Background: an optimization exercise with open tools, aiming at small area, a short achievable clock period and few clock cycles per item. Do not read the settings as production practice. Only simulation tests tie the RTL to the original design; equivalence was not proved. Power and IR drop assume default switching activity.

==> flow/constraint.sdc <==
create_clock -name core_clock -period 5.0 [get_ports {clk}]
set_input_delay 1.0000 -clock core_clock [delete_from_list [all_inputs] [get_ports {clk}]]
set_output_delay 1.0000 -clock core_clock [all_outputs]
set_load 0.01 [all_outputs]
==> flow/config.mk <==
export PLATFORM = sky130hd
export DESIGN_NAME = cix32_imem_responder
export DESIGN_NICKNAME = cix32_imem_responder
export VERILOG_FILES = /design/flow/design.v
export SDC_FILE = /design/flow/constraint.sdc
export NUM_CORES = 4
export LEC_CHECK = 0
export CAP_MARGIN = 20
export CORE_MARGIN = 2
export CORE_UTILIZATION = 55
export CTS_CLUSTER_DIAMETER = 100
export CTS_CLUSTER_SIZE = 20
export SETUP_SLACK_MARGIN = 2.7
export SLEW_MARGIN = 20
==> flow/run.sh <==
#!/bin/bash
# synth_recipe.tcl (not shown) runs the flow's synth.tcl, then flattens the netlist and writes it again
# the make line also repeats each setting of config.mk as NAME=value (left out here)
make -C /OpenROAD-flow-scripts/flow DESIGN_CONFIG=/design/flow/config.mk WORK_HOME=/design/flow/orfs CLKGATE_MAP_FILE= SYNTH_SCRIPT=/design/flow/synth_recipe.tcl finish
==> flow/design.v <==
`default_nettype none
module cix32_imem_responder (
  input  logic        clk,
  input  logic        rst_n,
  input  logic        req_valid,
  output logic        req_ready,
  input  logic [31:0] req_addr,
  input  logic        req_we,
  input  logic [7:0]  req_wdata,
  output logic        rsp_valid,
  input  logic        rsp_ready,
  output logic [7:0]  rsp_data,
  output logic        rsp_err
);
  logic        sk_v;
  logic        rdy_q;       
  logic [7:0]  sk_addr;
  logic        sk_we;
  logic [7:0]  sk_wdata;
  logic        sk_oor;
  logic        s1_v;
  logic [7:0]  s1_addr;
  logic [3:0]  s1_quad, s1_mid;
  logic [15:0] s1_hi, s1_lo;   
  logic        s1_we;
  logic [7:0]  s1_wdata;
  logic        s1_oor;
  logic        s1_wrq;      
  logic        s1_eqhi;     
  logic        s1_eqlo;     
  logic        adv_q;       
  logic        clr_q;       
  logic        r_v;
  logic [3:0][7:0] r_cand;
  logic [3:0]  r_quad;
  logic        r_mem;       
  logic        r_par;
  logic [7:0]  r_alt;       
  logic        r_err;
  logic        s2_v;
  logic [15:0] s2_hq;       
  logic [15:0] s2_lq;       
  logic [15:0] s2_gq;       
  logic [7:0]  s2_dv;       
  logic        par_q;
  logic        rsp_v_q;
  logic [7:0]  rsp_data_q;
  logic        rsp_err_q;
  logic        rk0_v, rk1_v;
  logic [7:0]  rk0_data, rk1_data;
  logic        rk0_err, rk1_err;
  logic        in_oor, accept, s1_load, clr_go, fwd, pop;
  logic        s1_v_n, s1_wrq_n, eqhi_n, eqlo_n, conflict_n, adv_n, clr_n, kill_n;
  logic        rsp_v_n, rk0_v_n, rk1_v_n, room_n;
  logic [7:0]  n_addr, h_addr;
  logic        n_we, n_oor;
  logic [7:0]  n_wdata;
  logic [7:0]  s2_val;
  logic [255:0] row_sel;
  logic [15:0]  c_hi, c_lo;
  logic [7:0]   bus [16];
  logic [7:0]   mrd [256];
  logic [3:0][7:0] gsel [4];
  logic [3:0][7:0] cand;
  logic [7:0]   rmem, n_data;
  assign in_oor  = |req_addr[31:8];
  assign accept  = req_valid && rdy_q;
  assign s1_load = !s1_v || adv_q;
  assign clr_go  = clr_q;
  assign pop     = rsp_v_q && rsp_ready;
  assign n_addr  = sk_v ? sk_addr  : req_addr[7:0];
  assign n_we    = sk_v ? sk_we    : req_we;
  assign n_wdata = sk_v ? sk_wdata : req_wdata;
  assign n_oor   = sk_v ? sk_oor   : in_oor;
  assign h_addr  = s1_load ? n_addr : s1_addr;
  assign rsp_v_n = (pop ? rk0_v : rsp_v_q) || r_v;
  assign rk0_v_n = (pop ? rk1_v : rk0_v) || ((pop ? rk0_v : rsp_v_q) && r_v);
  assign rk1_v_n = (!pop && rk1_v) || ((pop ? rk1_v : rk0_v) && r_v);
  assign s1_v_n     = s1_load ? (sk_v || accept) : s1_v;
  assign s1_wrq_n   = s1_load ? (n_we && !n_oor) : s1_wrq;
  assign eqhi_n     = s1_load ? (n_addr[7:4] == s1_addr[7:4]) : s1_eqhi;
  assign eqlo_n     = s1_load ? (n_addr[3:0] == s1_addr[3:0]) : s1_eqlo;
  assign conflict_n = s1_wrq_n && clr_go && eqhi_n && !eqlo_n;
  assign room_n     = adv_q ? !rk0_v_n : !rk1_v_n;
  assign adv_n      = s1_v_n && room_n && !conflict_n;
  assign clr_n      = adv_n && s1_wrq_n;
  assign kill_n     = clr_n && eqhi_n && eqlo_n;
  always_ff @(posedge clk or negedge rst_n) begin
    if (!rst_n) begin
      sk_v    <= 1'b0;
      rdy_q   <= 1'b0;
      s1_v    <= 1'b0;
      adv_q   <= 1'b0;
      clr_q   <= 1'b0;
      r_v     <= 1'b0;
      rsp_v_q <= 1'b0;
      rk0_v   <= 1'b0;
      rk1_v   <= 1'b0;
    end else begin
      if (s1_load) begin
        sk_v  <= 1'b0;
        rdy_q <= 1'b1;
      end else if (accept) begin
        sk_v  <= 1'b1;
        rdy_q <= 1'b0;
      end else begin
        rdy_q <= !sk_v;
      end
      s1_v    <= s1_v_n;
      adv_q   <= adv_n;
      clr_q   <= clr_n;
      r_v     <= adv_q;
      rsp_v_q <= rsp_v_n;
      rk0_v   <= rk0_v_n;
      rk1_v   <= rk1_v_n;
    end
  end
  always_ff @(posedge clk) begin
    if (!sk_v) begin
      sk_addr  <= req_addr[7:0];
      sk_we    <= req_we;
      sk_wdata <= req_wdata;
      sk_oor   <= in_oor;
    end
    if (s1_load) begin
      s1_addr  <= n_addr;
      s1_we    <= n_we;
      s1_wdata <= n_wdata;
      s1_oor   <= n_oor;
    end
    for (int k = 0; k < 4; k++) begin
      s1_quad[k] <= (h_addr[7:6] == 2'(k));
      s1_mid[k]  <= (h_addr[5:4] == 2'(k));
    end
    for (int k = 0; k < 16; k++) begin
      s1_hi[k] <= (h_addr[7:4] == 4'(k));
      s1_lo[k] <= (h_addr[3:0] == 4'(k));
    end
    s1_wrq  <= s1_wrq_n;
    s1_eqhi <= eqhi_n;
    s1_eqlo <= eqlo_n;
  end
  always_comb begin
    for (int k = 0; k < 16; k++) begin
      c_hi[k] = s1_hi[k];
      c_lo[k] = clr_go && s1_lo[k];
    end
  end
  always_ff @(posedge clk) begin
    s2_v  <= clr_go;
    s2_hq <= c_hi;
    s2_lq <= c_lo;
    s2_gq <= c_hi & {16{clr_go && !kill_n}};
    s2_dv <= s1_wdata ^ {8{par_q}};
  end
  assign s2_val = s2_dv ^ {8{~par_q}};
  always_ff @(posedge clk) par_q <= ~par_q;
  always_comb begin
    for (int i = 0; i < 256; i++) begin
      row_sel[i] = (c_hi[i / 16] && c_lo[i % 16]) || (s2_hq[i / 16] && s2_lq[i % 16]);
    end
    for (int g = 0; g < 16; g++) begin
      bus[g] = ~({8{s2_gq[g]}} & s2_dv);
    end
  end
  for (genvar i = 0; i < 256; i++) begin : g_row
    logic [7:0] q;
    always_ff @(posedge clk) q <= ~(({8{row_sel[i]}} & bus[i / 16]) | q);
    assign mrd[i] = q;
  end
  always_comb begin
    for (int c = 0; c < 4; c++) begin
      cand[c] = 8'h00;
      for (int m = 0; m < 4; m++) begin
        gsel[c][m] = 8'h00;
        for (int l = 0; l < 16; l++)
          gsel[c][m] = gsel[c][m] | (mrd[64 * c + 16 * m + l] & {8{s1_lo[l]}});
        cand[c] = cand[c] | (gsel[c][m] & {8{s1_mid[m]}});
      end
    end
  end
  assign fwd = s2_v && s1_eqhi && s1_eqlo;
  always_ff @(posedge clk) begin
    r_cand <= cand;
    r_quad <= s1_quad;
    r_par  <= par_q;
    r_mem  <= !s1_oor && !s1_we && !fwd;
    r_alt  <= s1_oor ? 8'h00 : (s1_we ? s1_wdata : s2_val);
    r_err  <= s1_oor;
  end
  always_comb begin
    rmem = 8'h00;
    for (int c = 0; c < 4; c++) rmem = rmem | (r_cand[c] & {8{r_quad[c]}});
  end
  assign n_data = r_mem ? (rmem ^ {8{r_par}}) : r_alt;
  always_ff @(posedge clk) begin
    if (pop || !rsp_v_q) begin
      rsp_data_q <= rk0_v ? rk0_data : n_data;
      rsp_err_q  <= rk0_v ? rk0_err  : r_err;
    end
    if (pop || !rk0_v) begin
      rk0_data <= (pop && rk1_v) ? rk1_data : n_data;
      rk0_err  <= (pop && rk1_v) ? rk1_err  : r_err;
    end
    if (pop || !rk1_v) begin
      rk1_data <= n_data;
      rk1_err  <= r_err;
    end
  end
  assign req_ready = rdy_q;
  assign rsp_valid = rsp_v_q;
  assign rsp_data  = rsp_data_q;
  assign rsp_err   = rsp_err_q;
endmodule
`default_nettype wire
==> results.py, run 1 <==
metrics = {
    "run_status": {
        "status": "timing/DRC/antenna clean",
    },
    "floorplan": {
        "die_area_um2": 135800,
        "fp.dieW_um": 368.6,
        "io_pins": 56,
        "core-area_um2": 131600,
        "initial_core_util": 0.5553,
        "rows": 133,
        "die_h_um": 368.6,
    },
    "routing": {
        "drc": 0,
        "vias": 60310,
        "m1WireLength_mm": 114.9,
        "ant_nets": 0,
        "routed_via_density": 7.104,
        "route.top_layer_used": "met5",
        "post_drt_wl_per_cell_um": 33.85,
        "drt_wl_total_mm": 287.4,
        "wl_met3_mm": 35.93,
        "drtIter0Drc": 8738,
        "wl_met2_mm": 120.0,
        "dr.pass1.iters": 8,
    },
    "yosys": {
        "ys_ff_latch": 2268,
        "synthSimpleGateAreaFrac": 0.03233,
        "synth_top_cell_area_share": 0.6086,
        "synth_mux_area_frac": 0.007069,
        "synth_top_family_by_area": "compound AO/OA/AOI/OAI gates",
        "synthXorXnorAreaFrac": 0.003834,
        "ys_types": 37,
        "synth-compound-area-share": 0.3003,
        "synth_fa_ha_area_frac": 0,
        "ys_warn_count": 4,
        "synthesis.nets": 6930,
        "yosysSeqAreaShare": 0.6268,
        "avgSynthCellArea_um2": 10.62,
        "syn_area_um2": 73100,
        "synth_area_leaders": "dfxtp_1 61%, a21oi_1 14%, a22o_1 7.4%",
        "synth_cells": 6885,
        "synth_largest_area_cell": "dfxtp_1",
    },
    "placement": {
        "placed_area_um2": 74640,
        "port_buffers": 55,
        "gp_congestion": 0.8636,
        "dp_hpwl_mm": 150.8,
    },
    "cells_and_area": {
        "drive_gt1_frac": 0.08516,
        "fin_area_um2": 80450,
        "nNetsFinal": 6743,
        "area_delta_synth_final_pct": 10.06,
        "fillCellCount": 10860,
    },
    "timing": {
        "timing.fmax_mhz": 414.1,
        "period_share": 0.4829,
        "rsz0062_at_grt": "true",
        "setup_viol": 0,
        "tightest_slew_ps": 1220,
        "relSlewSlack": 0.1866,
        "drv_slew": 0,
        "skew_ps": 30.26,
        "layout_min_cycle_time_ps": 2415,
        "tns_ps": 0,
        "finalHoldViolCount": 0,
    },
    "power_and_ir_drop": {
        "power_density_nw_per_um2": 675.5,
        "max-vdd-ir-drop_uv": 426.5,
        "leakage_uw": 0.03307,
    },
    "clocking": {
        "clk_pin_slew_ps": 90,
        "clk_latency_ps": 800,
        "cts_tree": "built",
        "clock-root-buffer": "clkbuf_16",
        "clock-sinks": 2268,
        "cts_max_level": 4,
        "cts_buffer_depth": 3,
        "cts_buffers": 131,
    },
    "critical_path": {
        "worst-path-max-fanout": 35,
        "reg2regPathDepth": 3,
        "critPathRequiredTime_ps": 5640,
        "endpoint_kind": "flip-flop",
        "crit_path_start_kind": "flip-flop",
        "setup.worst_path.class": "reg -> reg",
        "cp.arrival_ps": 3060,
    },
    "global_routing": {
        "grt_pass1_vias": 56020,
        "grt_usage": 0.4084,
        "grt_max_degree": 94,
        "antenna_found_initial": 14,
        "grt_pass1_wl_mm": 404.2,
        "grt.overflow.total": 0,
    },
    "min_path": {
        "hold_class": "reg -> reg",
        "whs_path_depth": 0,
    },
    "job": {
        "drv_cap": 0,
    },
}
==> repair_timing <==
action | CTS | global route
gates cloned | 7 | 3
pin swaps | 12 | 27
buffers inserted | 38 | 54
resized for setup | 151 | 99
setup endpoints to repair | 2145 | 1104
hold endpoints to repair | 0 | 0
hold buffers | 0 | 0
==> final cells by class <==
type / count / area (um2) / share of cell area
clock inverters: 4 / 42.54 / 0.0005288
clock buffers: 148 / 3512 / 0.04366
multi-input cells: 4046 / 25620 / 0.3184
repair buffers: 224 / 3019 / 0.03753
well taps: 1755 / 2196 / 0.02729
inverters: 27 / 101.3 / 0.001260
flip-flops and latches: 2268 / 45920 / 0.5708
diodes: 18 / 45.04 / 0.0005599
==> final timing paths <==
kind,startpoint,to,slack [ps]
min reg2reg,s1_quad[3],r_quad[3],340
max,clr_q,g_row[176].q[3],2590
max reg2reg,clr_q,g_row[176].q[3],2590
min,s1_quad[3],r_quad[3],340
min in group asynchronous,rst_n,rsp_v_q,530
max in group asynchronous,rst_n,clr_q,4130
==> registers in the layout, indices dropped and copies added (netlist names), 4 cells and up <==
signal / flops
s1_addr: 8
s1_hi: 16
s2_hq: 16
s1_wdata: 8
sk_addr: 8
s1_lo: 16
s2_gq: 16
rk1_data: 8
g_row.q: 2048
s1_quad: 4
r_quad: 4
rsp_data_q: 8
s2_dv: 8
r_cand: 32
sk_wdata: 8
s2_lq: 16
rk0_data: 8
s1_mid: 4
r_alt: 8
==> critical path, stage by stage, from the launching register on <==
cell and delay, ps:
dfrtp_4 760, and2_4 630, a22o_1 620, a21oi_1 140
==> stage by stage <==
| step | utilization | setup slack (ps) | hold slack (ps) | cells | total power, uW |
|---|---|---|---|---|---|
| 2_1_floorplan | - | 2708 | 309.6 | 6885 | 34310 |
| 3_3_place_gp | 0.5670 | 1708 | 315.4 | 8218 | 41110 |
| 3_5_place_dp | 0.5670 | 1673 | 314.4 | 8218 | 41300 |
| 4_1_cts | 0.6026 | 2601 | 334.7 | 8415 | 52990 |
| 5_1_grt | 0.6109 | 2637 | 349.7 | 8473 | 56110 |
| 6_report | 0.6112 | 2585 | 336.6 | 8490 | 54350 |
==> where the power goes <==
group          internal [uW]  switching (uW)
Combinational           7270           11300
Sequential             21700            3070
Clock                   4980            5970
Total                  34000           20300
==> kinds of logic (layout without fill, tap and decap cells) <==
| family | count (synthesis) | after routing |
|---|---|---|
| buffers and inverters | 571 | 403 |
| DFF | 2268 | 2268 |
| AOI/OAI and AO/OA | 3472 | 3472 |
| muxes | 46 | 46 |
| other | 0 | 18 |
| and+or+nand+nor | 496 | 496 |
| xor gates and xnor gates | 32 | 32 |
==> cell usage in the layout, fill, tap and decap left out, types with 5 or more instances in the layout <==
cell type / instances
buf_2: 11
dfxtp_1: 2178
xnor2_1: 16
mux2i_4: 5
a221oi_2: 14
nor2_1: 72
o21ai_1: 5
xor2_1: 16
a22o_2: 85
a21oi_2: 5
nand2b_1: 7
buf_4: 76
bufbuf_16: 7
clkbuf_1: 9
nand3_2: 6
clkbuf_16: 143
buf_16: 15
a21oi_1: 2061
nor4_1: 6
dfrtp_1: 7
buf_6: 13
edfxtp_1: 37
nand3_1: 125
inv_1: 26
dfxtp_4: 16
and2_4: 16
mux2_2: 36
a22o_1: 531
nand2_1: 160
nand4_1: 97
dfxtp_2: 28
o21ai_0: 61
a22oi_1: 331
a22oi_2: 21
clkdlybuf4s50_1: 44
buf_12: 51
a221oi_1: 344
diode_2: 18
==> per-layer routing <==
metal,track usage,up-vias
met5,0.002137,-
met4,0.2048,8
met3,0.1198,901
met2,0.5863,4099
met1,0.5594,29640
li1,-,25670
==> cells in the mapped netlist (all sizes together) <==
| cell type | number |
|---|---|
| dfxtp | 2222 |
| a21oi | 2066 |
| a22o | 616 |
| clkbuf | 435 |
| a221oi | 360 |
| a22oi | 352 |
| nand2 | 160 |
| nand3 | 131 |
| buf | 109 |
| nand4 | 97 |
| nor2 | 72 |
| o21ai | 70 |
| edfxtp | 37 |
| mux2 | 36 |
| inv | 27 |
| and2 | 16 |
| xnor2 | 16 |
| xor2 | 16 |
| mux2i | 10 |
| dfrtp | 9 |
| nand2b | 7 |
| nor4 | 7 |
| or2 | 4 |
| a211oi | 2 |
| a311oi | 2 |
| a2bb2oi | 1 |
| a32oi | 1 |
| a41oi | 1 |
| and4bb | 1 |
| nor3 | 1 |
| o31ai | 1 |
Testbench counts, summed over its fixed seeds: cycles 24,207, items 24,000.
==> run 2, diff against run 1 <==
--- a/flow/design.v
+++ b/flow/design.v
@@ -46,6 +46,8 @@
   logic        rsp_v_q;
   logic [7:0]  rsp_data_q;
   logic        rsp_err_q;
+  logic [7:0]  hd_data;     
+  logic        hd_err;      
   logic        rk0_v, rk1_v;
   logic [7:0]  rk0_data, rk1_data;
   logic        rk0_err, rk1_err;
@@ -195,8 +197,8 @@
   assign n_data = r_mem ? (rmem ^ {8{r_par}}) : r_alt;
   always_ff @(posedge clk) begin
     if (pop || !rsp_v_q) begin
-      rsp_data_q <= rk0_v ? rk0_data : n_data;
-      rsp_err_q  <= rk0_v ? rk0_err  : r_err;
+      hd_data <= rk0_v ? rk0_data : n_data;
+      hd_err  <= rk0_v ? rk0_err  : r_err;
     end
     if (pop || !rk0_v) begin
       rk0_data <= (pop && rk1_v) ? rk1_data : n_data;
@@ -205,6 +207,15 @@
     if (pop || !rk1_v) begin
       rk1_data <= n_data;
       rk1_err  <= r_err;
+    end
+  end
+  always_ff @(posedge clk or negedge rst_n) begin
+    if (!rst_n) begin
+      rsp_data_q <= 8'h00;
+      rsp_err_q  <= 1'b0;
+    end else begin
+      rsp_data_q <= (pop || !rsp_v_q) ? (rk0_v ? rk0_data : n_data) : hd_data;
+      rsp_err_q  <= (pop || !rsp_v_q) ? (rk0_v ? rk0_err  : r_err)  : hd_err;
     end
   end
   assign req_ready = rdy_q;
--- a/flow/config.mk
+++ b/flow/config.mk
@@ -10,5 +10,5 @@
 export CORE_UTILIZATION = 55
 export CTS_CLUSTER_DIAMETER = 100
 export CTS_CLUSTER_SIZE = 20
-export SETUP_SLACK_MARGIN = 2.7
+export SETUP_SLACK_MARGIN = 2.8
 export SLEW_MARGIN = 20
==> results.py, run 2 <==
metrics = {
    "cells_and_area": {
        "reg.largest.list": "g_row.q: 2048 flops, r_cand: 32 flops",
        "multi_input_area_um2": 26030,
        "area_delta_synth_final_pct": 11.15,
        "top_register": "g_row.q",
        "seqCellArea_um2": 46060,
        "final_common_cell": "dfxtp_1",
        "fillCellCount": 10850,
        "drive_gt1_frac": 0.1003,
        "largest_reg_flops": 2048,
        "nNetsFinal": 6828,
        "final_cell_mix": "2,188 x dfxtp_1, 2,071 x a21oi_1, 504 x a22o_1, 332 x a221oi_1, 324 x a22oi_1",
        "fin_cells": 8579,
    },
    "clocking": {
        "cts_tree": "built",
        "clk_pin_slew_ps": 80,
        "clock-root-buffer": "clkbuf_16",
        "cts_buffer_depth": 3,
        "clock-sinks": 2277,
        "clk_latency_ps": 810,
        "cts_buffers": 131,
        "cts_max_level": 4,
    },
    "yosys": {
        "synthesis.nets": 6964,
        "synth-edff-count": 28,
        "ys_ff_latch": 2277,
        "synth.most_common_cell": "dfxtp_1",
        "ys_async_sr_fraction": 0.007905,
        "ys_types": 38,
        "synth_area_leaders": "dfxtp_1 61%, a21oi_1 14%, a22o_1 7.4%",
        "synth_top_cell_area_share": 0.6088,
        "synth_largest_area_cell": "dfxtp_1",
        "ys_warn_count": 4,
        "synth_ff_type": "dfxtp_1",
        "avgSynthCellArea_um2": 10.60,
        "yosysSeqAreaShare": 0.6264,
        "syn_area_um2": 73360,
        "synth_cells": 6919,
        "synth_common_cells": "2,231 x dfxtp_1, 2,075 x a21oi_1, 616 x a22o_1, 440 x clkbuf_1, 360 x a221oi_1",
    },
    "critical_path": {
        "critPathRequiredTime_ps": 5680,
        "setup.worst_path.class": "reg -> reg",
        "worst-path-max-fanout": 8,
        "endpoint_kind": "flip-flop",
        "cp.arrival_ps": 3010,
        "reg2regPathDepth": 9,
        "crit_path_start_kind": "flip-flop",
        "rrSetupSlack_ps": 2670,
    },
    "global_routing": {
        "use_met1": 0.5576,
        "grt_pass1_vias": 55790,
        "grt_pass1_wl_mm": 406.1,
        "use_met3": 0.1049,
        "antenna_found_initial": 11,
        "grt.overflow.total": 0,
        "grtUsageMet2": 0.6009,
        "busiest_layer": "met2",
        "grt_max_degree": 52,
        "grt_usage": 0.4102,
    },
    "timing": {
        "setup_viol": 0,
        "postLayoutSetupSlackWorst_ps": 2669,
        "relSlewSlack": 0.1609,
        "finalHoldViolCount": 0,
        "timing.fmax_mhz": 428.9,
        "period_share": 0.4663,
        "layout_min_cycle_time_ps": 2331,
        "drv_slew": 0,
        "tightest_slew_ps": 1259,
        "tns_ps": 0,
        "rsz0062_at_grt": "true",
        "hold-worst-slack_ps": 332.2,
        "skew_ps": 34.82,
    },
    "power_and_ir_drop": {
        "power_density_nw_per_um2": 360.5,
        "max-vdd-ir-drop_uv": 364.3,
        "power_uw": 29400,
        "leakage_uw": 0.03359,
    },
    "placement": {
        "pre_cts_ws_ps": 1723,
        "placed_cells": 8290,
        "port_buffers": 55,
        "gp_congestion": 0.8615,
        "dp_hpwl_mm": 156.7,
    },
    "floorplan": {
        "rows": 134,
        "fp.dieW_um": 369.2,
        "die_area_um2": 136300,
        "initial_core_util": 0.5518,
        "core-area_um2": 133000,
        "die_h_um": 369.2,
        "io_pins": 56,
    },
    "min_path": {
        "whs_path_depth": 0,
        "hold_class": "reg -> reg",
    },
    "routing": {
        "drt_wl_total_mm": 289.9,
        "post_drt_wl_per_cell_um": 33.79,
        "drtIter0Drc": 8649,
        "vias": 60280,
        "dr.pass1.iters": 6,
        "routed_via_density": 7.026,
        "drc": 0,
        "ant_nets": 0,
    },
    "run_status": {
        "status": "timing/DRC/antenna clean",
    },
    "job": {
        "drv_cap": 0,
    },
}
-- run 2: metrics by stage --
stage / instance area, um2 / util
after floorplan: 73420 / -
after global placement: 75210 / 0.5657
after detailed placement: 75210 / 0.5657
after CTS: 80890 / 0.6084
after global routing: 81520 / 0.6131
final: 81540 / 0.6133
-- run 2: metal layers --
metal  wire (um)  vias to the layer above
met5          48                        -
met4       16710                        8
met3       35190                      893
met2      123100                     3943
met1      114800                    29580
li1            -                    25860
-- run 2: kinds of logic (layout without fill, tap and decap cells) --
family | after synthesis | count (layout) | share of synthesized area
XOR/XNOR | 32 | 32 | 0.003820
AO/OA/AOI/OAI | 3481 | 3481 | 0.2998
buffers and inverters | 574 | 457 | 0.02964
flip-flops | 2277 | 2277 | 0.6264
other | 0 | 9 | 0
AND/OR/NAND/NOR | 509 | 509 | 0.03350
multiplexers | 46 | 46 | 0.006890
-- run 2: cell type report --
| cell class | instances | area share |
|---|---|---|
| multi-input combinational | 4068 | 0.3192 |
| tap | 1768 | 0.02713 |
| antenna | 9 | 0.0002762 |
| sequential | 2277 | 0.5648 |
| timing repair buffer | 278 | 0.04390 |
| clock buffer | 148 | 0.04307 |
| clock inverter | 4 | 0.0003836 |
| inverter | 27 | 0.001243 |
-- run 2: path summary, 6_finish.rpt --
path | start | endpoint
min in group asynchronous | rst_n | rsp_data_q[4]
max in group asynchronous | rst_n | clr_q
min reg2reg | s1_quad[1] | r_quad[1]
min | s1_quad[1] | r_quad[1]
max | sk_v | s2_gq[1]
max reg2reg | sk_v | s2_gq[1]
-- run 2: critical path, stage by stage, from the launching register on --
cell	delay, ps
dfrtp_4	520
buf_12	160
mux2i_4	190
xnor2_2	150
nor4_2	320
mux2_4	210
nor4b_4	200
buf_6	200
buf_12	190
nor2_2	60
-- run 2: where the power goes --
group          switching, uW  internal [uW]  total [uW]
sequential              24.4          18200       18200
combinational           94.2            134         229
clock                   5960           4980       10900
total                   6080          23300       29400
-- run 2: what timing repair did --
action	in CTS	in global routing
cloned	10	3
hold buffers	0	0
endpoints found under the setup margin	2182	356
resized for setup	222	117
buffers inserted	98	17
pin swaps	44	41
Testbench counts of run 2, summed over its fixed seeds: cycles 24,207, items 24,000.
==> run 3, diff against run 2 <==
--- a/flow/design.v
+++ b/flow/design.v
@@ -20,8 +20,10 @@
   logic        sk_oor;
   logic        s1_v;
   logic [7:0]  s1_addr;
-  logic [3:0]  s1_quad, s1_mid;
-  logic [15:0] s1_hi, s1_lo;   
+  logic [3:0]  s1_mid;
+  logic [15:0] s1_hi;         
+  logic [3:0][15:0] s1_lq;    
+  logic [15:0] c_lo;          
   logic        s1_we;
   logic [7:0]  s1_wdata;
   logic        s1_oor;
@@ -32,7 +34,6 @@
   logic        clr_q;       
   logic        r_v;
   logic [3:0][7:0] r_cand;
-  logic [3:0]  r_quad;
   logic        r_mem;       
   logic        r_par;
   logic [7:0]  r_alt;       
@@ -59,7 +60,7 @@
   logic [7:0]  n_wdata;
   logic [7:0]  s2_val;
   logic [255:0] row_sel;
-  logic [15:0]  c_hi, c_lo;
+  logic [15:0]  c_hi;
   logic [7:0]   bus [16];
   logic [7:0]   mrd [256];
   logic [3:0][7:0] gsel [4];
@@ -98,7 +99,9 @@
       rsp_v_q <= 1'b0;
       rk0_v   <= 1'b0;
       rk1_v   <= 1'b0;
+      c_lo    <= '0;
     end else begin
+      for (int k = 0; k < 16; k++) c_lo[k] <= clr_n && (h_addr[3:0] == 4'(k));
       if (s1_load) begin
         sk_v  <= 1'b0;
         rdy_q <= 1'b1;
@@ -131,12 +134,12 @@
       s1_oor   <= n_oor;
     end
     for (int k = 0; k < 4; k++) begin
-      s1_quad[k] <= (h_addr[7:6] == 2'(k));
       s1_mid[k]  <= (h_addr[5:4] == 2'(k));
     end
     for (int k = 0; k < 16; k++) begin
       s1_hi[k] <= (h_addr[7:4] == 4'(k));
-      s1_lo[k] <= (h_addr[3:0] == 4'(k));
+      for (int c = 0; c < 4; c++)
+        s1_lq[c][k] <= (h_addr[7:6] == 2'(c)) && (h_addr[3:0] == 4'(k));
     end
     s1_wrq  <= s1_wrq_n;
     s1_eqhi <= eqhi_n;
@@ -145,7 +148,6 @@
   always_comb begin
     for (int k = 0; k < 16; k++) begin
       c_hi[k] = s1_hi[k];
-      c_lo[k] = clr_go && s1_lo[k];
     end
   end
   always_ff @(posedge clk) begin
@@ -176,7 +178,7 @@
       for (int m = 0; m < 4; m++) begin
         gsel[c][m] = 8'h00;
         for (int l = 0; l < 16; l++)
-          gsel[c][m] = gsel[c][m] | (mrd[64 * c + 16 * m + l] & {8{s1_lo[l]}});
+          gsel[c][m] = gsel[c][m] | (mrd[64 * c + 16 * m + l] & {8{s1_lq[c][l]}});
         cand[c] = cand[c] | (gsel[c][m] & {8{s1_mid[m]}});
       end
     end
@@ -184,7 +186,6 @@
   assign fwd = s2_v && s1_eqhi && s1_eqlo;
   always_ff @(posedge clk) begin
     r_cand <= cand;
-    r_quad <= s1_quad;
     r_par  <= par_q;
     r_mem  <= !s1_oor && !s1_we && !fwd;
     r_alt  <= s1_oor ? 8'h00 : (s1_we ? s1_wdata : s2_val);
@@ -192,7 +193,7 @@
   end
   always_comb begin
     rmem = 8'h00;
-    for (int c = 0; c < 4; c++) rmem = rmem | (r_cand[c] & {8{r_quad[c]}});
+    for (int c = 0; c < 4; c++) rmem = rmem | r_cand[c];
   end
   assign n_data = r_mem ? (rmem ^ {8{r_par}}) : r_alt;
   always_ff @(posedge clk) begin
==> results.py, run 3 <==
metrics = {
    "yosys": {
        "synth_area_leaders": "dfxtp_1 61%, a21oi_1 14%, a22o_1 7.1%",
        "ys_ff_latch": 2333,
        "ys_async_sr_fraction": 0.01457,
        "synth_common_cells": "2,271 x dfxtp_1, 2,074 x a21oi_1, 608 x a22o_1, 467 x clkbuf_1, 353 x a22oi_1",
        "synthXorXnorAreaFrac": 0.003756,
        "synth_largest_area_cell": "dfxtp_1",
        "ys_warn_count": 4,
        "avgSynthCellArea_um2": 10.65,
        "syn_area_um2": 74620,
        "synth-compound-area-share": 0.2929,
        "synth_top_cell_area_share": 0.6092,
        "synthSimpleGateAreaFrac": 0.03704,
        "synth-edff-count": 28,
        "synth_mux_area_frac": 0.006254,
        "synth_fa_ha_area_frac": 0,
        "yosysSeqAreaShare": 0.6319,
        "synth_cells": 7009,
        "synth_top_family_by_area": "compound AO/OA/AOI/OAI gates",
        "synth_ff_type": "dfxtp_1",
        "synthesis.nets": 7054,
        "ys_types": 41,
        "synth.most_common_cell": "dfxtp_1",
    },
    "global_routing": {
        "antenna_found_initial": 11,
        "grt_max_degree": 35,
        "grt.overflow.total": 0,
        "grt_usage": 0.4009,
        "grt_pass1_wl_mm": 400.8,
        "grt_pass1_vias": 55330,
    },
    "cells_and_area": {
        "seqCellArea_um2": 47360,
        "top_register": "g_row.q",
        "largest_reg_flops": 2048,
        "area_delta_synth_final_pct": 8.885,
        "reg.largest.list": "g_row.q: 2048 flops, s1_lq: 64 flops, r_cand: 32 flops",
        "final_util": 0.6013,
        "fillCellCount": 11280,
        "nNetsFinal": 6861,
        "multi_input_area_um2": 26030,
        "fin_area_um2": 81250,
        "final_cell_mix": "2,179 x dfxtp_1, 2,071 x a21oi_1, 606 x a22o_1, 349 x a221oi_1, 329 x a22oi_1",
        "drive_gt1_frac": 0.08073,
        "final_common_cell": "dfxtp_1",
    },
    "critical_path": {
        "crit_path_start_kind": "flip-flop",
        "crit_path_top_delay_cell": "dfrtp_2",
        "cp.arrival_ps": 1390,
        "setup.worst_path.class": "reg -> out",
        "endpoint_kind": "primary output",
        "worst-path-max-fanout": 2,
        "crit_chain": "buf_6",
        "path_delay_family": "flip-flops",
        "slowest_delay_ps": 460,
        "critPathRequiredTime_ps": 4000,
        "cp_num_buf_inv": 1,
    },
    "placement": {
        "placed_area_um2": 76360,
        "pre_cts_ws_ps": 1119,
        "gp_congestion": 0.8907,
        "port_buffers": 55,
        "dp_hpwl_mm": 162.2,
    },
    "clocking": {
        "cts_buffers": 134,
        "cts_max_level": 4,
        "cts_buffer_depth": 3,
        "clock-sinks": 2333,
        "clk_latency_ps": 810,
        "clock-root-buffer": "clkbuf_16",
        "clk_pin_slew_ps": 90,
        "holdBufCountCts": 0,
        "cts_tree": "built",
    },
    "routing": {
        "post_drt_wl_per_cell_um": 33.29,
        "routed_via_density": 6.973,
        "drc": 0,
        "drtIter0Drc": 8403,
        "dr.pass1.iters": 6,
        "ant_nets": 0,
        "vias": 60130,
        "drt_wl_total_mm": 287.0,
    },
    "power_and_ir_drop": {
        "pwr-share-comb": 0.009,
        "max-vdd-ir-drop_uv": 377.1,
        "clkPwrFrac": 0.372,
        "intPower_uw": 23910,
        "power_density_nw_per_um2": 371.3,
        "leakage_uw": 0.03346,
        "seq_power_share": 0.619,
        "switching_power_uw": 6260,
        "p_sw_frac": 0.2075,
        "power_uw": 30170,
    },
    "timing": {
        "rsz0062_at_grt": "true",
        "layout_min_cycle_time_ps": 2394,
        "relSlewSlack": 0.1453,
        "drv_slew": 0,
        "timing.fmax_mhz": 417.6,
        "postLayoutSetupSlackWorst_ps": 2606,
        "finalHoldViolCount": 0,
        "tns_ps": 0,
        "period_share": 0.4789,
        "tightest_slew_ps": 1282,
        "skew_ps": 25.91,
        "setup_viol": 0,
    },
    "floorplan": {
        "die_h_um": 372.3,
        "core-area_um2": 135100,
        "rows": 135,
        "io_pins": 56,
        "die_area_um2": 138600,
        "initial_core_util": 0.5522,
        "fp.dieW_um": 372.3,
    },
    "job": {
        "drv_cap": 0,
    },
    "min_path": {
        "hold_class": "in -> async",
    },
    "run_status": {
        "status": "timing/DRC/antenna clean",
    },
}
[run 3: cell count changes in the layout (fill, tap and decap cells not counted), moves of 17 or more]
| cell | previous run | this run |
|---|---|---|
| a22o_2 | 112 | 2 |
| a22o_1 | 504 | 606 |
| buf_12 | 61 | 8 |
| nor2_1 | 67 | 117 |
| dfxtp_2 | 27 | 64 |
| buf_4 | 115 | 82 |
| a221oi_2 | 21 | 3 |
| a221oi_1 | 332 | 349 |
[run 3: power by group through the flow]
stage / combinational, uW / sequential (uW) / clock, uW
after floorplan: 125 / 19100 / 0
after global placement: 208 / 19100 / 0
after detailed placement: 209 / 19100 / 0
after CTS: 257 / 18700 / 11200
after global routing: 294 / 18700 / 11900
final: 284 / 18700 / 11200
[run 3: final timing paths]
path | from | endpoint | slack, ps | depth (start not counted)
worst max-delay path | rsp_v_q | rsp_valid | 2610 | 1
worst min-delay path | rst_n | rsp_data_q[1] | 300 | 1
worst max register to register | s1_lq[48] | r_cand[24] | 2710 | 6
worst min register to register | g_row[142].q[3] | g_row[142].q[3] | 410 | 1
max in group asynchronous | rst_n | sk_v | 4000 | 1
min in group core_clock | g_row[142].q[3] | g_row[142].q[3] | 410 | 1
[run 3: cells by family after synthesis]
family	Yosys count
and+or+nand+nor	588
DFF	2333
muxes	43
xor gates and xnor gates	32
AOI/OAI and AO/OA	3466
buffers and inverters	547
[run 3: through the flow]
stage | hold slack, ps | std cells
2_1_floorplan | 329.0 | 7009
3_3_place_gp | 396.4 | 8419
3_5_place_dp | 398.9 | 8419
4_1_cts | 301.7 | 8597
5_1_grt | 345.6 | 8619
6_report | 301.8 | 8623
[run 3: timing repair]
| item | CTS | global route |
|---|---|---|
| resized for setup | 164 | 143 |
| gates cloned | 2 | 2 |
| endpoints found under the setup margin | 520 | 160 |
| pin swaps | 26 | 55 |
| setup buffers | 18 | 20 |
[run 3: layout make-up]
class                           count  area share
Timing Repair inverter              2   0.0001848
Tap cell                         1781     0.02742
Clock inverter                      2   0.0002156
Clock buffer                      156     0.04464
Timing Repair Buffer              190     0.02299
Antenna cell                        4   0.0001232
Inverter                           26    0.001247
Sequential cell                  2333      0.5829
Multi-Input combinational cell   4129      0.3203
[run 3: routing by layer]
metal,track usage,vias up,part of all wire
met4,0.2092,12,0.059
met2,0.5750,3817,0.42
met3,0.1169,873,0.12
met5,0,-,0.00026
li1,-,26000,-
met1,0.5467,29420,0.40
Testbench counts of run 3, summed over its fixed seeds: cycles 24,207, items 24,000.
==> run 4, diff against run 3 <==
--- a/flow/design.v
+++ b/flow/design.v
@@ -53,8 +53,8 @@
   logic [7:0]  rk0_data, rk1_data;
   logic        rk0_err, rk1_err;
   logic        in_oor, accept, s1_load, clr_go, fwd, pop;
-  logic        s1_v_n, s1_wrq_n, eqhi_n, eqlo_n, conflict_n, adv_n, clr_n, kill_n;
-  logic        rsp_v_n, rk0_v_n, rk1_v_n, room_n;
+  logic        s1_v_n, s1_wrq_n, eqhi_n, eqlo_n, conflict_n, adv_n, clr_n, kill;
+  logic        rsp_v_n, rk0_v_n, rk1_v_n, room_pop, room_hold;
   logic [7:0]  n_addr, h_addr;
   logic        n_we, n_oor;
   logic [7:0]  n_wdata;
@@ -84,10 +84,10 @@
   assign eqhi_n     = s1_load ? (n_addr[7:4] == s1_addr[7:4]) : s1_eqhi;
   assign eqlo_n     = s1_load ? (n_addr[3:0] == s1_addr[3:0]) : s1_eqlo;
   assign conflict_n = s1_wrq_n && clr_go && eqhi_n && !eqlo_n;
-  assign room_n     = adv_q ? !rk0_v_n : !rk1_v_n;
-  assign adv_n      = s1_v_n && room_n && !conflict_n;
+  assign room_pop   = adv_q ? !(rk1_v || (rk0_v && r_v)) : !(rk1_v && r_v);
+  assign room_hold  = adv_q ? !(rk0_v || (rsp_v_q && r_v)) : !(rk1_v || (rk0_v && r_v));
+  assign adv_n      = s1_v_n && !conflict_n && (pop ? room_pop : room_hold);
   assign clr_n      = adv_n && s1_wrq_n;
-  assign kill_n     = clr_n && eqhi_n && eqlo_n;
   always_ff @(posedge clk or negedge rst_n) begin
     if (!rst_n) begin
       sk_v    <= 1'b0;
@@ -154,9 +154,10 @@
     s2_v  <= clr_go;
     s2_hq <= c_hi;
     s2_lq <= c_lo;
-    s2_gq <= c_hi & {16{clr_go && !kill_n}};
+    s2_gq <= c_hi & {16{clr_go}};
     s2_dv <= s1_wdata ^ {8{par_q}};
   end
+  assign kill = clr_go && s1_eqhi && s1_eqlo;
   assign s2_val = s2_dv ^ {8{~par_q}};
   always_ff @(posedge clk) par_q <= ~par_q;
   always_comb begin
@@ -164,7 +165,7 @@
       row_sel[i] = (c_hi[i / 16] && c_lo[i % 16]) || (s2_hq[i / 16] && s2_lq[i % 16]);
     end
     for (int g = 0; g < 16; g++) begin
-      bus[g] = ~({8{s2_gq[g]}} & s2_dv);
+      bus[g] = ~({8{s2_gq[g] && !kill}} & s2_dv);
     end
   end
   for (genvar i = 0; i < 256; i++) begin : g_row
==> results.py, run 4 <==
metrics = {
    "run_status": {
        "status": "timing/DRC/antenna clean",
    },
    "yosys": {
        "ys_async_sr_fraction": 0.01457,
        "yosysSeqAreaShare": 0.6318,
        "synthesis.nets": 7045,
        "synth.most_common_cell": "dfxtp_1",
        "ys_types": 41,
        "synth_area_leaders": "dfxtp_1 61%, a21oi_1 14%, a22o_1 7.1%",
        "synth_fa_ha_area_frac": 0.0001341,
        "synth_largest_area_cell": "dfxtp_1",
        "synth_common_cells": "2,271 x dfxtp_1, 2,074 x a21oi_1, 608 x a22o_1, 478 x clkbuf_1, 353 x a22oi_1",
        "ys_ff_latch": 2333,
        "synthXorXnorAreaFrac": 0.003755,
        "syn_area_um2": 74640,
        "synth-compound-area-share": 0.2928,
        "ys_warn_count": 4,
        "synth_top_cell_area_share": 0.6091,
        "synth_cells": 7000,
        "synth-edff-count": 28,
        "synth_top_family_by_area": "compound AO/OA/AOI/OAI gates",
        "avgSynthCellArea_um2": 10.66,
        "synthSimpleGateAreaFrac": 0.03740,
        "synth_ff_type": "dfxtp_1",
        "synth_mux_area_frac": 0.006621,
    },
    "placement": {
        "dp_hpwl_mm": 165.9,
        "placed_cells": 8418,
        "port_buffers": 55,
        "pre_cts_ws_ps": 1621,
        "gp_congestion": 0.8643,
    },
    "timing": {
        "postLayoutSetupSlackWorst_ps": 2600,
        "drv_slew": 0,
        "finalHoldViolCount": 0,
        "layout_min_cycle_time_ps": 2400,
        "rsz0062_at_grt": "true",
        "relSlewSlack": 0.1845,
        "setup_viol": 0,
        "skew_ps": 21.91,
        "timing.fmax_mhz": 416.7,
        "tns_ps": 0,
        "period_share": 0.4799,
        "tightest_slew_ps": 1223,
    },
    "critical_path": {
        "endpoint_kind": "primary output",
        "worst-path-max-fanout": 2,
        "crit_path_start_kind": "flip-flop",
        "crit_path_top_delay_cell": "dfrtp_2",
        "cp.arrival_ps": 1400,
        "setup.worst_path.class": "reg -> out",
        "cp_num_buf_inv": 1,
        "critPathRequiredTime_ps": 4000,
        "slowest_delay_ps": 460,
        "crit_chain": "buf_6",
        "path_delay_family": "flip-flops",
    },
    "global_routing": {
        "grt_usage": 0.3984,
        "grtUsageMet2": 0.5802,
        "use_met3": 0.1060,
        "use_met1": 0.5527,
        "grt_pass1_vias": 55380,
        "grt_pass1_wl_mm": 400.6,
        "busiest_layer": "met2",
        "antenna_found_initial": 12,
        "grt.overflow.total": 0,
        "grt_max_degree": 35,
    },
    "clocking": {
        "cts_tree": "built",
        "clk_latency_ps": 800,
        "clock-root-buffer": "clkbuf_16",
        "cts_buffer_depth": 3,
        "holdBufCountCts": 0,
        "clk_pin_slew_ps": 80,
        "clock-sinks": 2333,
        "cts_buffers": 134,
        "cts_max_level": 4,
    },
    "power_and_ir_drop": {
        "max-vdd-ir-drop_uv": 414.2,
        "leakage_uw": 0.03357,
        "pwr-share-comb": 0.233,
        "seq_power_share": 0.535,
        "clkPwrFrac": 0.232,
        "power_density_nw_per_um2": 591.7,
        "p_sw_frac": 0.3437,
        "intPower_uw": 31550,
        "switching_power_uw": 16520,
    },
    "floorplan": {
        "fp.dieW_um": 372.4,
        "io_pins": 56,
        "die_area_um2": 138700,
        "core-area_um2": 135100,
        "rows": 135,
        "die_h_um": 372.4,
        "initial_core_util": 0.5524,
    },
    "cells_and_area": {
        "largest_reg_flops": 2048,
        "final_cell_mix": "2,179 x dfxtp_1, 2,069 x a21oi_1, 604 x a22o_1, 345 x a221oi_1, 324 x a22oi_1",
        "area_delta_synth_final_pct": 8.838,
        "final_common_cell": "dfxtp_1",
        "fin_cells": 8618,
        "fillCellCount": 11250,
        "drive_gt1_frac": 0.09204,
        "nNetsFinal": 6850,
        "seqCellArea_um2": 47400,
        "multi_input_area_um2": 26120,
        "reg.largest.list": "g_row.q: 2048 flops, s1_lq: 64 flops, r_cand: 32 flops",
        "top_register": "g_row.q",
    },
    "routing": {
        "drtIter0Drc": 8151,
        "vias": 60400,
        "routed_via_density": 7.008,
        "post_drt_wl_per_cell_um": 33.02,
        "drc": 0,
        "drt_wl_total_mm": 284.6,
        "ant_nets": 0,
        "dr.pass1.iters": 6,
    },
    "job": {
        "drv_cap": 0,
    },
    "min_path": {
        "hold_class": "in -> async",
    },
}
[run 4: changes by cell type in the layout (fill, tap and decap cells not counted), moves of 8 or more]
cell / change
nand3_1: -12
nand3_2: +16
nor2_4: -20
and2_2: +10
nand2_1: -92
nor3_2: -8
dfxtp_2: -16
nand2_2: +67
dfxtp_4: +16
inv_6: +9
nor2_2: +9
and2_1: +22
[run 4: final cells by class]
cell class	count	area share
clock inverters	12	0.001386
flip-flops and latches	2333	0.5835
repair buffers	188	0.02182
inverters	22	0.001017
multi-input cells	4126	0.3215
clock buffers	153	0.04320
well taps	1781	0.02743
diodes	3	0.00009241
[run 4: repair_timing]
item | in CTS | in global routing
pin swaps | 20 | 24
resized for setup | 244 | 113
buffers inserted | 11 | 21
endpoints found under the setup margin | 1430 | 712
[run 4: path summary, 6_finish.rpt]
check / from / end / slack [ps] / cells after the start
worst min register to register: g_row[67].q[2] / g_row[67].q[2] / 410 / 1
worst max register to register: c_lo[2] / g_row[18].q[3] / 2670 / 3
worst min-delay path: rst_n / rsp_data_q[0] / 320 / 1
worst max-delay path: rdy_q / req_ready / 2600 / 1
min in group core_clock: g_row[67].q[2] / g_row[67].q[2] / 410 / 1
max in group asynchronous: rst_n / sk_v / 3970 / 1
[run 4: stage by stage]
step	total power [uW]	hold WS, ps	cell area [um2]	utilization
after floorplan	30960	329.0	74710	-
after global placement	35790	395.9	76390	0.5653
after detailed placement	36000	398.9	76390	0.5653
after CTS	47240	312.5	80650	0.5968
after global routing	49690	353.4	81230	0.6011
final	48070	316.3	81240	0.6012
[run 4: cells by family (layout without fill, tap and decap cells)]
logic type	after synthesis	after routing
AOI/OAI and AO/OA	3463	3463
DFF	2333	2333
and+or+nand+nor	585	585
buffers and inverters	541	375
muxes	45	45
xor gates and xnor gates	32	32
adders and majority gates	1	1
other	0	3
[run 4: routing by layer]
layer | vias to the layer above | wire [um]
li1 | 25990 | -
met3 | 850 | 33720
met4 | 8 | 14810
met1 | 29790 | 116000
met5 | - | 50
met2 | 3768 | 120000
[run 4: worst reg2reg max path: stages (launching register included)]
cell and delay [ps]:
dfrtp_1 930, buf_4 460, a22o_1 640, a21oi_1 170
[run 4: power by group through the flow]
stage / registers [uW] / clock network (uW) / logic (uW)
2_1_floorplan: 24000 / 0 / 6920
3_3_place_gp: 25900 / 0 / 9890
3_5_place_dp: 26000 / 0 / 10000
4_1_cts: 25600 / 11200 / 10500
5_1_grt: 26000 / 11800 / 11800
6_report: 25700 / 11100 / 11200
Testbench counts of run 4, summed over its fixed seeds: cycles 24,207, items 24,000.
==> run 5, diff against run 4 <==
--- a/flow/design.v
+++ b/flow/design.v
@@ -12,12 +12,7 @@
   output logic [7:0]  rsp_data,
   output logic        rsp_err
 );
-  logic        sk_v;
   logic        rdy_q;       
-  logic [7:0]  sk_addr;
-  logic        sk_we;
-  logic [7:0]  sk_wdata;
-  logic        sk_oor;
   logic        s1_v;
   logic [7:0]  s1_addr;
   logic [3:0]  s1_mid;
@@ -44,7 +39,9 @@
   logic [15:0] s2_gq;       
   logic [7:0]  s2_dv;       
   logic        par_q;
-  logic        rsp_v_q;
+  logic        rsp_v_q;     
+  logic        rsp_nv;      
+  logic        rsp_vi;
   logic [7:0]  rsp_data_q;
   logic        rsp_err_q;
   logic [7:0]  hd_data;     
@@ -70,63 +67,50 @@
   assign accept  = req_valid && rdy_q;
   assign s1_load = !s1_v || adv_q;
   assign clr_go  = clr_q;
-  assign pop     = rsp_v_q && rsp_ready;
-  assign n_addr  = sk_v ? sk_addr  : req_addr[7:0];
-  assign n_we    = sk_v ? sk_we    : req_we;
-  assign n_wdata = sk_v ? sk_wdata : req_wdata;
-  assign n_oor   = sk_v ? sk_oor   : in_oor;
+  assign rsp_vi  = !rsp_nv;
+  assign pop     = rsp_vi && rsp_ready;
+  assign n_addr  = req_addr[7:0];
+  assign n_we    = req_we;
+  assign n_wdata = req_wdata;
+  assign n_oor   = in_oor;
   assign h_addr  = s1_load ? n_addr : s1_addr;
-  assign rsp_v_n = (pop ? rk0_v : rsp_v_q) || r_v;
-  assign rk0_v_n = (pop ? rk1_v : rk0_v) || ((pop ? rk0_v : rsp_v_q) && r_v);
+  assign rsp_v_n = (pop ? rk0_v : rsp_vi) || r_v;
+  assign rk0_v_n = (pop ? rk1_v : rk0_v) || ((pop ? rk0_v : rsp_vi) && r_v);
   assign rk1_v_n = (!pop && rk1_v) || ((pop ? rk1_v : rk0_v) && r_v);
-  assign s1_v_n     = s1_load ? (sk_v || accept) : s1_v;
+  assign s1_v_n     = s1_load ? accept : s1_v;
   assign s1_wrq_n   = s1_load ? (n_we && !n_oor) : s1_wrq;
   assign eqhi_n     = s1_load ? (n_addr[7:4] == s1_addr[7:4]) : s1_eqhi;
   assign eqlo_n     = s1_load ? (n_addr[3:0] == s1_addr[3:0]) : s1_eqlo;
   assign conflict_n = s1_wrq_n && clr_go && eqhi_n && !eqlo_n;
   assign room_pop   = adv_q ? !(rk1_v || (rk0_v && r_v)) : !(rk1_v && r_v);
-  assign room_hold  = adv_q ? !(rk0_v || (rsp_v_q && r_v)) : !(rk1_v || (rk0_v && r_v));
+  assign room_hold  = adv_q ? !(rk0_v || (rsp_vi && r_v)) : !(rk1_v || (rk0_v && r_v));
   assign adv_n      = s1_v_n && !conflict_n && (pop ? room_pop : room_hold);
   assign clr_n      = adv_n && s1_wrq_n;
   always_ff @(posedge clk or negedge rst_n) begin
     if (!rst_n) begin
-      sk_v    <= 1'b0;
-      rdy_q   <= 1'b0;
       s1_v    <= 1'b0;
       adv_q   <= 1'b0;
       clr_q   <= 1'b0;
       r_v     <= 1'b0;
       rsp_v_q <= 1'b0;
+      rsp_nv  <= 1'b1;
       rk0_v   <= 1'b0;
       rk1_v   <= 1'b0;
       c_lo    <= '0;
     end else begin
       for (int k = 0; k < 16; k++) c_lo[k] <= clr_n && (h_addr[3:0] == 4'(k));
-      if (s1_load) begin
-        sk_v  <= 1'b0;
-        rdy_q <= 1'b1;
-      end else if (accept) begin
-        sk_v  <= 1'b1;
-        rdy_q <= 1'b0;
-      end else begin
-        rdy_q <= !sk_v;
-      end
       s1_v    <= s1_v_n;
       adv_q   <= adv_n;
       clr_q   <= clr_n;
       r_v     <= adv_q;
       rsp_v_q <= rsp_v_n;
+      rsp_nv  <= !rsp_v_n;
       rk0_v   <= rk0_v_n;
       rk1_v   <= rk1_v_n;
     end
   end
-  always_ff @(posedge clk) begin
-    if (!sk_v) begin
-      sk_addr  <= req_addr[7:0];
-      sk_we    <= req_we;
-      sk_wdata <= req_wdata;
-      sk_oor   <= in_oor;
-    end
+  always_ff @(posedge clk) rdy_q <= !s1_v_n || adv_n;
+  always_ff @(posedge clk) begin
     if (s1_load) begin
       s1_addr  <= n_addr;
       s1_we    <= n_we;
@@ -198,7 +182,7 @@
   end
   assign n_data = r_mem ? (rmem ^ {8{r_par}}) : r_alt;
   always_ff @(posedge clk) begin
-    if (pop || !rsp_v_q) begin
+    if (pop || !rsp_vi) begin
       hd_data <= rk0_v ? rk0_data : n_data;
       hd_err  <= rk0_v ? rk0_err  : r_err;
     end
@@ -216,8 +200,8 @@
       rsp_data_q <= 8'h00;
       rsp_err_q  <= 1'b0;
     end else begin
-      rsp_data_q <= (pop || !rsp_v_q) ? (rk0_v ? rk0_data : n_data) : hd_data;
-      rsp_err_q  <= (pop || !rsp_v_q) ? (rk0_v ? rk0_err  : r_err)  : hd_err;
+      rsp_data_q <= (pop || !rsp_vi) ? (rk0_v ? rk0_data : n_data) : hd_data;
+      rsp_err_q  <= (pop || !rsp_vi) ? (rk0_v ? rk0_err  : r_err)  : hd_err;
     end
   end
   assign req_ready = rdy_q;
==> results.py, run 5 <==
metrics = {
    "yosys": {
        "avgSynthCellArea_um2": 10.62,
        "synth_ff_type": "dfxtp_1",
        "ys_types": 43,
        "syn_area_um2": 74300,
        "synth_area_leaders": "dfxtp_1 61%, a21oi_1 14%, a22o_1 7.2%",
        "ys_async_sr_fraction": 0.01425,
        "synth_common_cells": "2,254 x dfxtp_1, 2,065 x a21oi_1, 608 x a22o_1, 353 x a22oi_1, 352 x a221oi_1",
        "synth_top_cell_area_share": 0.6073,
        "yosysSeqAreaShare": 0.6297,
        "synth-edff-count": 28,
        "ys_ff_latch": 2315,
        "synth_largest_area_cell": "dfxtp_1",
        "synthesis.nets": 7041,
        "synth_cells": 6996,
        "ys_warn_count": 4,
        "synth.most_common_cell": "dfxtp_1",
    },
    "critical_path": {
        "endpoint_kind": "primary output",
        "crit_path_start_kind": "flip-flop",
        "slowest_delay_ps": 380,
        "worst-path-max-fanout": 1,
        "path_delay_family": "flip-flops",
        "critPathRequiredTime_ps": 4000,
        "rrSetupSlack_ps": 2740,
        "cp_num_buf_inv": 1,
        "crit_path_top_delay_cell": "dfrtp_1",
        "crit_chain": "buf_2",
        "cp.arrival_ps": 1310,
        "setup.worst_path.class": "reg -> out",
    },
    "global_routing": {
        "grt_usage": 0.3952,
        "antenna_found_initial": 12,
        "grt.overflow.total": 0,
        "grt_max_degree": 34,
        "grt_pass1_vias": 55440,
        "grt_pass1_wl_mm": 396.5,
    },
    "floorplan": {
        "rows": 134,
        "initial_core_util": 0.5554,
        "fp.dieW_um": 371.6,
        "die_h_um": 371.6,
        "io_pins": 56,
        "die_area_um2": 138100,
        "core-area_um2": 133800,
    },
    "cells_and_area": {
        "nNetsFinal": 6849,
        "final_cell_mix": "2,161 x dfxtp_1, 2,065 x a21oi_1, 606 x a22o_1, 345 x a221oi_1, 324 x a22oi_1",
        "top_register": "g_row.q",
        "reg.largest.list": "g_row.q: 2048 flops, s1_lq: 64 flops, r_cand: 32 flops",
        "final_common_cell": "dfxtp_1",
        "fin_area_um2": 80600,
        "largest_reg_flops": 2048,
        "area_delta_synth_final_pct": 8.470,
        "fillCellCount": 11200,
        "drive_gt1_frac": 0.08161,
    },
    "timing": {
        "layout_min_cycle_time_ps": 2312,
        "relSlewSlack": 0.1803,
        "timing.fmax_mhz": 432.5,
        "skew_ps": 23.67,
        "tightest_slew_ps": 1230,
        "tns_ps": 0,
        "drv_slew": 0,
        "setup_viol": 0,
        "rsz0062_at_grt": "true",
        "period_share": 0.4624,
        "finalHoldViolCount": 0,
    },
    "routing": {
        "dr.pass1.iters": 6,
        "vias": 59980,
        "ant_nets": 0,
        "post_drt_wl_per_cell_um": 32.59,
        "routed_via_density": 6.975,
        "drt_wl_total_mm": 280.3,
        "drc": 0,
        "drtIter0Drc": 7923,
    },
    "power_and_ir_drop": {
        "seq_power_share": 0.543,
        "switching_power_uw": 11170,
        "clkPwrFrac": 0.295,
        "max-vdd-ir-drop_uv": 322.8,
        "leakage_uw": 0.03329,
        "power_density_nw_per_um2": 468.2,
        "intPower_uw": 26560,
        "pwr-share-comb": 0.162,
        "p_sw_frac": 0.2960,
    },
    "clocking": {
        "cts_buffers": 133,
        "clock-root-buffer": "clkbuf_16",
        "clk_pin_slew_ps": 90,
        "cts_max_level": 4,
        "holdBufCountCts": 0,
        "cts_tree": "built",
        "cts_buffer_depth": 3,
        "clock-sinks": 2315,
        "clk_latency_ps": 800,
    },
    "min_path": {
        "hold_class": "in -> async",
    },
    "job": {
        "drv_cap": 0,
    },
    "placement": {
        "placed_area_um2": 75790,
        "port_buffers": 55,
        "dp_hpwl_mm": 160.0,
        "gp_congestion": 0.8846,
    },
    "run_status": {
        "status": "timing/DRC/antenna clean",
    },
}
## run 5: power groups by stage
stage	clock [uW]	sequential, uW	combinational, uW
global placement	0	20900	5400
detailed placement	0	20900	5410
floorplan	0	19900	3630
finish	11100	20500	6110
CTS	11200	20500	5670
global route	11900	20500	6360
## run 5: what timing repair did
item / 4_1_cts / 5_1_grt
endpoints found under the setup margin: 2174 / 506
buffers inserted: 2 / 38
gates cloned: 2 / 1
pin swaps: 25 / 42
gates resized for setup: 229 / 105
## run 5: final timing paths
check                           startpoint         endpoint  cells past startpoint
setup / recovery             rsp_data_q[2]      rsp_data[2]                      1
hold / removal                       rst_n    rsp_data_q[1]                      1
setup reg to reg                  s1_lq[2]        r_cand[3]                      6
hold reg to reg            g_row[192].q[5]  g_row[192].q[5]                      1
max in group asynchronous            rst_n         c_lo[10]                      1
min in group core_clock    g_row[192].q[5]  g_row[192].q[5]                      1
## run 5: stage by stage
stage / std cells / worst slack (ps) / total power (uW) / hold slack, ps / utilization
after global routing: 8595 / 2649 / 38740 / 322.6 / 0.6023
after detailed placement: 8394 / 1517 / 26290 / 398.9 / 0.5664
after floorplan: 6996 / 2692 / 23580 / 329.0 / -
final: 8599 / 2688 / 37730 / 277.0 / 0.6024
after global placement: 8394 / 1512 / 26270 / 395.8 / 0.5664
after CTS: 8554 / 2637 / 37310 / 273.6 / 0.5974
## run 5: layout make-up
| type | instances | area [um2] | share of cell area |
|---|---|---|---|
| diodes | 6 | 15.01 | 0.0001863 |
| clock buffers | 154 | 3620 | 0.04491 |
| clock inverters | 2 | 16.27 | 0.0002018 |
| inverters | 24 | 97.59 | 0.001211 |
| multi-input cells | 4137 | 25810 | 0.3203 |
| flip-flops and latches | 2315 | 47020 | 0.5833 |
| well taps | 1768 | 2212 | 0.02745 |
| repair buffers | 193 | 1807 | 0.02242 |
## run 5: logic make-up after synthesis
| group | count (synthesis) | share of synthesized area |
|---|---|---|
| AOI/OAI and AO/OA | 3482 | 0.2958 |
| xor gates and xnor gates | 33 | 0.003890 |
| buffers and inverters | 546 | 0.03031 |
| DFF | 2315 | 0.6297 |
| muxes | 14 | 0.001903 |
| and+or+nand+nor | 606 | 0.03841 |
## run 5: worst reg2reg max path, stage by stage (launching register included)
cell,delay (ps)
dfxtp_4,440
buf_8,240
a22o_1,270
a221oi_1,220
nand4_1,300
a22oi_2,420
nand3_2,190
## run 5: per-layer routing
layer  routed length, um  global-route usage
met4               15460              0.2001
met2              119300              0.5807
met1              110900              0.5326
met5                  60            0.004545
met3               34600              0.1101
Testbench counts of run 5, summed over its fixed seeds: cycles 24,207, items 24,000.

-- afterwards: timing with drivers on the ports --
The results above use ideal ports. As a check the final layouts listed here were re-extracted and re-timed, cells and wires unchanged. Step 1 assumes that a clkbuf_16 drives the clock port and a buf_2 every other input. Step 2, shift: input delay + t, output delay - t, t = (earliest + latest rising clock arrival at the registers) / 2. This alone moves slack from input paths to output paths. a / b / c = ideal ports / drivers / drivers and shift; a / b = the first two.
run	t, ns	slack for setup (ns)	pins driven straight from the clock port
run 1	0.871	2.585 / 2.585 / 2.007	1
run 2	0.875	2.669 / 2.605 / 1.871	1
run 3	0.889	2.606 / 2.517 / 1.879	1
run 4	0.872	2.600 / 2.518 / 1.926	1
run 5	0.875	2.688 / 2.603 / 1.921	1
After both steps every run listed still meets setup and hold. For run 2, which loses most, drivers alone change the setup slack by -0.064 ns; drivers and shift together by -0.798 ns.
